From an optimization exercise on the open Yosys and OpenROAD flow, aimed at small area and a short achievable clock period; shortcuts taken in it are not production practice. Function was checked by simulation only, so behaviour that the tests miss may differ from the original. No activity file was given, so power comes from the tool's default toggle rates.

// pla_prog
module pla_prog
#(
    parameter int N_IN   = pla_pkg::C_PLA_N_IN,
    parameter int N_OUT  = pla_pkg::C_PLA_N_OUT,
    parameter int N_TERM = pla_pkg::C_PLA_N_TERM,
    parameter int TW     = $clog2(N_TERM)
) (
    input  logic             Rst,
    input  logic             Clk,
    input  logic             CE,
    input  logic [N_IN-1:0]  A,
    input  logic             A_Vld,
    output logic [N_OUT-1:0] Q,
    output logic             Q_Vld,
    output logic             Rdy,
    input  logic             Cfg_We,
    input  logic             Cfg_Sel,
    input  logic [TW-1:0]    Cfg_Idx,
    input  logic [N_IN-1:0]  Cfg_Care,
    input  logic [N_IN-1:0]  Cfg_Val,
    input  logic [N_OUT-1:0] Cfg_Or,
    output logic             Cfg_Err
);
    localparam logic [TW-1:0] C_LAST_IDX = TW'(N_TERM - 1);
    logic [TW-1:0]    r_cnt;
    logic             r_rdy;
    logic             r_rdy_o;
    logic             r_run_a;
    logic             r_run_o;
    logic             r_cfg_err;
    logic [N_TERM-1:0] r_term;
    logic [N_TERM-1:0] r_term_n;
    logic              r_s1_vld;
    logic [N_OUT-1:0]  r_q;
    logic              r_q_vld;
    logic [N_OUT-1:0]  r_or [N_TERM];
    logic              w_and_wr;
    logic              w_or_wr;
    logic [N_TERM-1:0] w_and_we;
    logic [N_TERM-1:0] w_or_we;
    logic [N_TERM-1:0] w_term;
    logic [N_OUT-1:0]  w_or_d;
    logic [N_OUT-1:0]  w_or_q;
  ...
Size in the first run: roughly 7700 cells after synthesis, about 130 I/O pins, about 150000 sq um of cells after synthesis.
clock: 5.0 ns
lec_check: 0
cap_margin: 20
core_margin: 2
core_utilization: 60
cts_cluster_diameter: 60
cts_cluster_size: 28
place_density: 0.7
setup_slack_margin: 2.8
slew_margin: 20
standard.sh (not shown) runs the stock make flow with config.mk's settings and CLKGATE_MAP_FILE= SYNTH_SCRIPT=/design/flow/synth_recipe.tcl, a recipe that flattens the netlist after the stock synthesis.
==> flow/flow/run.sh <==
#!/bin/bash
set -euo pipefail
bash standard.sh MATCH_CELL_FOOTPRINT=0 \
    'BUFFER_PORTS_ARGS=-buffer_cell sky130_fd_sc_hd__buf_4' finish > standard.log 2>&1
The baseline passed the timing, DRC and antenna checks.
Next try:
Settings changed: SETUP_SLACK_MARGIN 2.8 to 2.5.
Outcome: The changed run completed with no timing, DRC or antenna violations. Global-route usage shrinks by 0.82 points. Flip-flop and latch count is unchanged. Final area decreases by 2.5%. Core utilization decreases by 1.8 points. Sequential share of layout area grows by 1.8 points. First-iteration DRC count goes up by 0.50%. Worst setup slack is better by 11 ps. Wire length shrinks by 2.8%. Critical path depth stays the same. Maximum frequency goes up by 0.37%.

pla_prog, a different RTL version from the one above (not shown whole).
Size in the first run: ~4000 flip-flops, roughly 130 I/O pins, ~0.14 mm² of cells after synthesis.
Design pla_prog, start of the top module:
module pla_prog
#(
    parameter int N_IN   = pla_pkg::C_PLA_N_IN,
    parameter int N_OUT  = pla_pkg::C_PLA_N_OUT,
    parameter int N_TERM = pla_pkg::C_PLA_N_TERM,
    parameter int TW     = $clog2(N_TERM)
) (
    input  logic             Rst,
    input  logic             Clk,
    input  logic             CE,
    input  logic [N_IN-1:0]  A,
    input  logic             A_Vld,
    output logic [N_OUT-1:0] Q,
    output logic             Q_Vld,
    output logic             Rdy,
    input  logic             Cfg_We,
    input  logic             Cfg_Sel,
    input  logic [TW-1:0]    Cfg_Idx,
    input  logic [N_IN-1:0]  Cfg_Care,
    input  logic [N_IN-1:0]  Cfg_Val,
    input  logic [N_OUT-1:0] Cfg_Or,
    output logic             Cfg_Err
);
clock: 5.0 ns
lec_check: 0
cap_margin: 20
core_margin: 2
core_utilization: 60
cts_cluster_diameter: 40
cts_cluster_size: 20
place_density: 0.7
setup_slack_margin: 2.5
slew_margin: 20
Scripts as last shown in full above: flow/flow/run.sh
Rerun with:
--- a/flow/config.mk
+++ b/flow/config.mk
@@ -10,4 +10,4 @@
 export CORE_UTILIZATION = 60
-export CTS_CLUSTER_DIAMETER = 40
-export CTS_CLUSTER_SIZE = 20
+export CTS_CLUSTER_DIAMETER = 60
+export CTS_CLUSTER_SIZE = 28
 export PLACE_DENSITY = 0.7
=>
- The new run completed with no timing, DRC or antenna violations
- routed wire length fell by 2.4%
- utilization shrinks by 3.8 points
- via count came out lower by 2.9%
- first-iteration DRC count came out lower by 2.9%
- die area does not change
- combinational power hardly moves

## static timing again, ports no longer ideal
How much do the figures lean on ideal ports? The routed layouts below were timed once more, with nothing changed but the port constraints. Step 1, drivers: a clkbuf_16 drives Clk and a buf_2 each remaining input, both assumed. Step 2 adds t to the input delays and takes it off the output delays; t is the mean of the earliest and latest rising clock arrival at the registers after step 1. Input paths then give back, and output paths get back, about the clock's delay inside the block. Three values: ideal ports, drivers, drivers and shift; two values: the first two.
run	t, ns	setup WS [ns]	hold WS [ns]
the first run of note 1	1.018	1.980 / 1.980 / 1.314	0.421 / 0.344 / 0.502
the second run of note 1	0.992	1.991 / 1.991 / 1.156	0.407 / 0.334 / 0.461
the first run of note 2	1.062	2.108 / 2.108 / 1.546	0.305 / 0.229 / 0.444
the second run of note 2	0.992	2.329 / 2.329 / 1.511	0.379 / 0.311 / 0.454
After both steps setup and hold are still met in every run listed. The setup slack of the second run of note 1, which loses most, moves by 0.000 ns with the drivers and by -0.835 ns with both steps.
